Background: an optimization exercise with open tools, aiming at small area, a short achievable clock period and few clock cycles per item. Do not read the settings as production practice. Only simulation tests tie the RTL to the original design; equivalence was not proved.

Setup of rev 12:
==> flow/design.v <==
package sbs_pkg;
  localparam int MaxSigLen  = 48;
  localparam int SigRegs    = 6;
  localparam int SigRegW    = 64;
  localparam int LenBits    = 6;
  localparam int OffsetBits = 32;
  localparam int CfgIdxW    = 3;
endpackage
import sbs_pkg::*;
module sbs_cfg (
  input  logic                                clk_i,
  input  logic                                rst_ni,
  input  logic                                cfg_we_i,
  input  logic [sbs_pkg::CfgIdxW-1:0]         cfg_index_i,
  input  logic [sbs_pkg::SigRegW-1:0]         cfg_data_i,
  output logic [sbs_pkg::MaxSigLen-1:0][7:0]  sig_o,      
  output logic [sbs_pkg::SigRegs-1:0]         sig_wr_o,   
  output logic [sbs_pkg::MaxSigLen-1:0]       wild_o,     
  output logic [5:0]                          lm1_hi_o,   
  output logic [7:0]                          lm1_lo_o    
);
  logic [SigRegs-1:0][SigRegW-1:0] sig_q;
  logic [SigRegs-1:0]              sig_wr_q;
  logic [MaxSigLen-1:0]            wild_q;
  logic                            wild_wr_q;
  logic [5:0]                      lm1_hi_q;
  logic [7:0]                      lm1_lo_q;
  logic [LenBits-1:0]              lm1_d;
  always_comb begin
    if (cfg_data_i[LenBits-1:0] == '0) begin
      lm1_d = 6'd0;
    end else if (cfg_data_i[LenBits-1:0] > 6'd48) begin
      lm1_d = 6'd47;
    end else begin
      lm1_d = cfg_data_i[LenBits-1:0] - 6'd1;
    end
  end
  always_ff @(posedge clk_i) begin
    for (int r = 0; r < SigRegs; r++) begin
      if (cfg_we_i && cfg_index_i == 3'(r)) sig_q[r] <= cfg_data_i;
    end
    if (cfg_we_i && cfg_index_i == 3'd6) wild_q <= cfg_data_i[MaxSigLen-1:0];
  end
  always_ff @(posedge clk_i or negedge rst_ni) begin
    if (!rst_ni) begin
      sig_wr_q  <= '0;
      wild_wr_q <= 1'b0;
      lm1_hi_q  <= 6'b000001;
      lm1_lo_q  <= 8'b00000001;
    end else if (cfg_we_i) begin
      for (int r = 0; r < SigRegs; r++) begin
        if (cfg_index_i == 3'(r)) sig_wr_q[r] <= 1'b1;
      end
      if (cfg_index_i == 3'd6) wild_wr_q <= 1'b1;
      if (cfg_index_i == 3'd7) begin
        lm1_hi_q <= 6'b000001 << lm1_d[5:3];
        lm1_lo_q <= 8'b00000001 << lm1_d[2:0];
      end
    end
  end
  assign sig_o    = sig_q;
  assign sig_wr_o = sig_wr_q;
  assign wild_o   = wild_q & {MaxSigLen{wild_wr_q}};
  assign lm1_hi_o = lm1_hi_q;
  assign lm1_lo_o = lm1_lo_q;
endmodule
import sbs_pkg::*;
module sbs_match (
  input  logic                                clk_i,
  input  logic                                rst_ni,
  input  logic                                step_i,      
  input  logic [7:0]                          byte_i,
  input  logic                                last_i,
  input  logic [sbs_pkg::MaxSigLen-1:0][7:0]  sig_i,
  input  logic [sbs_pkg::SigRegs-1:0]         sig_wr_i,
  input  logic [sbs_pkg::MaxSigLen-1:0]       wild_i,
  input  logic [5:0]                          lm1_hi_i,    
  input  logic [7:0]                          lm1_lo_i,    
  output logic                                end_o,       
  output logic [sbs_pkg::OffsetBits-1:0]      offset_o     
);
  logic [MaxSigLen-1:0]  st_q, st_d, pos_ok;
  logic [5:0]            grp_end;       
  logic [LenBits-1:0]    lm1;
  logic                  first_q;       
  logic [OffsetBits-1:0] ofs_q, ofs_d;
  logic                  sat_q, sat_d;  
  logic                  zero_byte;
  logic [OffsetBits-1:0] ofs_init;      
  logic [OffsetBits-1:0] ofs_last;      
  logic [LenBits-1:0]    lp1;
  assign zero_byte = (byte_i == 8'h00);
  always_comb begin
    for (int j = 0; j < MaxSigLen; j++) begin
      pos_ok[j] = wild_i[j] || (sig_wr_i[j/8] ? (byte_i == sig_i[j]) : zero_byte);
    end
    st_d[0] = pos_ok[0];
    for (int j = 1; j < MaxSigLen; j++) begin
      st_d[j] = pos_ok[j] && st_q[j-1] && !first_q;
    end
  end
  always_comb begin
    lm1 = '0;
    for (int h = 0; h < 6; h++) if (lm1_hi_i[h]) lm1[5:3] = lm1[5:3] | 3'(h);
    for (int l = 0; l < 8; l++) if (lm1_lo_i[l]) lm1[2:0] = lm1[2:0] | 3'(l);
  end
  assign lp1      = lm1 + 6'd2;
  assign ofs_init = 32'd0 - {26'd0, lm1};
  assign ofs_last = {26'h3ffffff, ~lp1};
  always_comb begin
    if (first_q) begin
      ofs_d = ofs_init;
      sat_d = 1'b0;
    end else if (sat_q) begin
      ofs_d = ofs_q;
      sat_d = 1'b1;
    end else begin
      ofs_d = ofs_q + 32'd1;
      sat_d = (ofs_q == ofs_last);
    end
  end
  always_ff @(posedge clk_i) begin
    if (step_i) begin
      st_q  <= st_d;
      ofs_q <= ofs_d;
      sat_q <= sat_d;
    end
  end
  always_ff @(posedge clk_i or negedge rst_ni) begin
    if (!rst_ni) begin
      first_q <= 1'b1;
    end else if (step_i) begin
      first_q <= last_i;
    end
  end
  always_comb begin
    for (int h = 0; h < 6; h++) begin
      grp_end[h] = lm1_hi_i[h] && |(st_q[8*h +: 8] & lm1_lo_i);
    end
  end
  assign end_o    = |grp_end;
  assign offset_o = ofs_q;
endmodule
module wildcard_byte_signature_scanner (
  input  logic                           clk_i,
  input  logic                           rst_ni,
  input  logic                           cfg_we_i,
  input  logic [sbs_pkg::CfgIdxW-1:0]    cfg_index_i,
  input  logic [sbs_pkg::SigRegW-1:0]    cfg_data_i,
  input  logic                           in_valid_i,
  output logic                           in_stall_o,
  input  logic [7:0]                     data_byte_i,
  input  logic                           region_last_i,
  output logic                           out_valid_o,
  input  logic                           out_stall_i,
  output logic                           found_o,
  output logic [sbs_pkg::OffsetBits-1:0] match_offset_o
);
  logic [sbs_pkg::MaxSigLen-1:0][7:0] sig;
  logic [sbs_pkg::SigRegs-1:0]        sig_wr;
  logic [sbs_pkg::MaxSigLen-1:0]      wild;
  logic [5:0]                         lm1_hi;
  logic [7:0]                         lm1_lo;
  logic        take;           
  logic        in_valid_q;     
  logic [7:0]  byte_q;
  logic        last_a_q;
  logic        step;           
  logic        held_q;         
  logic        last_q;         
  logic        reported_q;     
  logic        eval;           
  logic        match_end;
  logic        hit;
  logic        produce;
  logic [31:0] ofs;
  logic        stall_q;
  logic        in_valid_d;
  logic        held_d;
  logic        out_valid_d;
  logic        out_valid_q;
  logic        found_q;
  logic [31:0] offset_q;
  assign take = in_valid_i && !stall_q;
  assign eval = held_q && !out_valid_q;
  assign step = in_valid_q && (!held_q || eval);
  sbs_cfg u_cfg (
    .clk_i       (clk_i),
    .rst_ni      (rst_ni),
    .cfg_we_i    (cfg_we_i),
    .cfg_index_i (cfg_index_i),
    .cfg_data_i  (cfg_data_i),
    .sig_o       (sig),
    .sig_wr_o    (sig_wr),
    .wild_o      (wild),
    .lm1_hi_o    (lm1_hi),
    .lm1_lo_o    (lm1_lo)
  );
  sbs_match u_match (
    .clk_i    (clk_i),
    .rst_ni   (rst_ni),
    .step_i   (step),
    .byte_i   (byte_q),
    .last_i   (last_a_q),
    .sig_i    (sig),
    .sig_wr_i (sig_wr),
    .wild_i   (wild),
    .lm1_hi_i (lm1_hi),
    .lm1_lo_i (lm1_lo),
    .end_o    (match_end),
    .offset_o (ofs)
  );
  assign hit         = match_end && !reported_q;
  assign produce     = hit || (last_q && !reported_q);
  assign in_valid_d  = take || (in_valid_q && !step);
  assign held_d      = step || (held_q && !eval);
  assign out_valid_d = eval ? produce : (out_valid_q && out_stall_i);
  always_ff @(posedge clk_i or negedge rst_ni) begin
    if (!rst_ni) begin
      in_valid_q  <= 1'b0;
      held_q      <= 1'b0;
      reported_q  <= 1'b0;
      out_valid_q <= 1'b0;
      stall_q     <= 1'b0;
    end else begin
      in_valid_q  <= in_valid_d;
      held_q      <= held_d;
      out_valid_q <= out_valid_d;
      stall_q     <= in_valid_d && held_d && out_valid_d;
      if (eval) begin
        reported_q <= !last_q && (reported_q || hit);
      end
    end
  end
  always_ff @(posedge clk_i) begin
    if (!stall_q) begin
      byte_q   <= data_byte_i;
      last_a_q <= region_last_i;
    end
    if (step) begin
      last_q <= last_a_q;
    end
    if (eval) begin
      found_q  <= hit;
      offset_q <= hit ? ofs : 32'd0;
    end
  end
  assign in_stall_o     = stall_q;
  assign out_valid_o    = out_valid_q;
  assign found_o        = found_q;
  assign match_offset_o = offset_q;
endmodule
Settings: LEC_CHECK=0, ABC_CLOCK_PERIOD_IN_PS=2500, CAP_MARGIN=30, CORE_MARGIN=2, CORE_UTILIZATION=60, CTS_CLUSTER_DIAMETER=80, CTS_CLUSTER_SIZE=30, SETUP_SLACK_MARGIN=3.3, SLEW_MARGIN=25; clock period 5.5 ns.
run.sh (not shown) runs the stock make flow with config.mk's settings and CLKGATE_MAP_FILE= SYNTH_SCRIPT=/design/flow/synth_recipe.tcl, a recipe that flattens the netlist after the stock synthesis.
Testbench counts of rev 12, summed over its fixed seeds: cycles 52,290, bytes 52,011.
--- input diff rev 12..rev 13 ---
- ABC_AREA: unset -> 1
==> flow/flow/run.sh (new file) <==
#!/bin/bash
set -euo pipefail
export BUFFER_PORTS_ARGS="-buffer_cell sky130_fd_sc_hd__buf_2"
bash standard.sh > standard_flow.log 2>&1
==> flow/standard.sh (new file) <==
#!/bin/bash
# synth_recipe.tcl (not shown) runs the flow's synth.tcl, then flattens the netlist and writes it again
# the make line also repeats each setting of config.mk as NAME=value (left out here)
make -C /OpenROAD-flow-scripts/flow DESIGN_CONFIG=/design/flow/config.mk WORK_HOME=/design/flow/orfs CLKGATE_MAP_FILE= SYNTH_SCRIPT=/design/flow/synth_recipe.tcl "${@:-finish}"
removed: flow/run.sh
Results
Number of max-capacitance violations reported came out exactly the same in rev 12 and rev 13.
In terms of clock distribution area overhead in the final layout, rev 13 and rev 12 differ only marginally.
Wire: rev 13 routes more than rev 12
On clock latency on the worst-skew pair, rev 12 tracks rev 13 almost exactly.
Area growth from synthesis to final layout ends up higher on rev 12.
For rev 12, the combinational family with the most area after synthesis was XOR/XNOR gates, unlike rev 13, where it was simple AND/OR/NAND/NOR gates.

==> port drivers added, routing unchanged <==
The flow's constraints put no driver on any port. The routed layouts listed below were extracted and timed again, unchanged, in two steps.
Step 1, drivers: a clkbuf_16 drives clk_i and a buf_2 each remaining input, both assumed.
Step 2, shift: input delay + t, output delay - t, t = (earliest + latest rising clock arrival at the registers) / 2. This alone moves slack from input paths to output paths.
Three values: ideal, step 1, step 2; two values: the first two.
run	shift t [ns]	setup slack, ns	worst hold slack (ns)	worst slew at a driven data input, ns	pins driven straight from the clock port
rev 12	0.655	3.243 / 3.183 / 2.626	0.495 / 0.495 / 0.495	0.05	1
rev 13	0.659	3.264 / 3.211 / 2.754	0.447 / 0.447 / 0.447	0.10	1
After both steps setup and hold are still met in every run listed. The setup slack of rev 12, which loses most, moves by -0.060 ns with the drivers and by -0.617 ns with both steps.
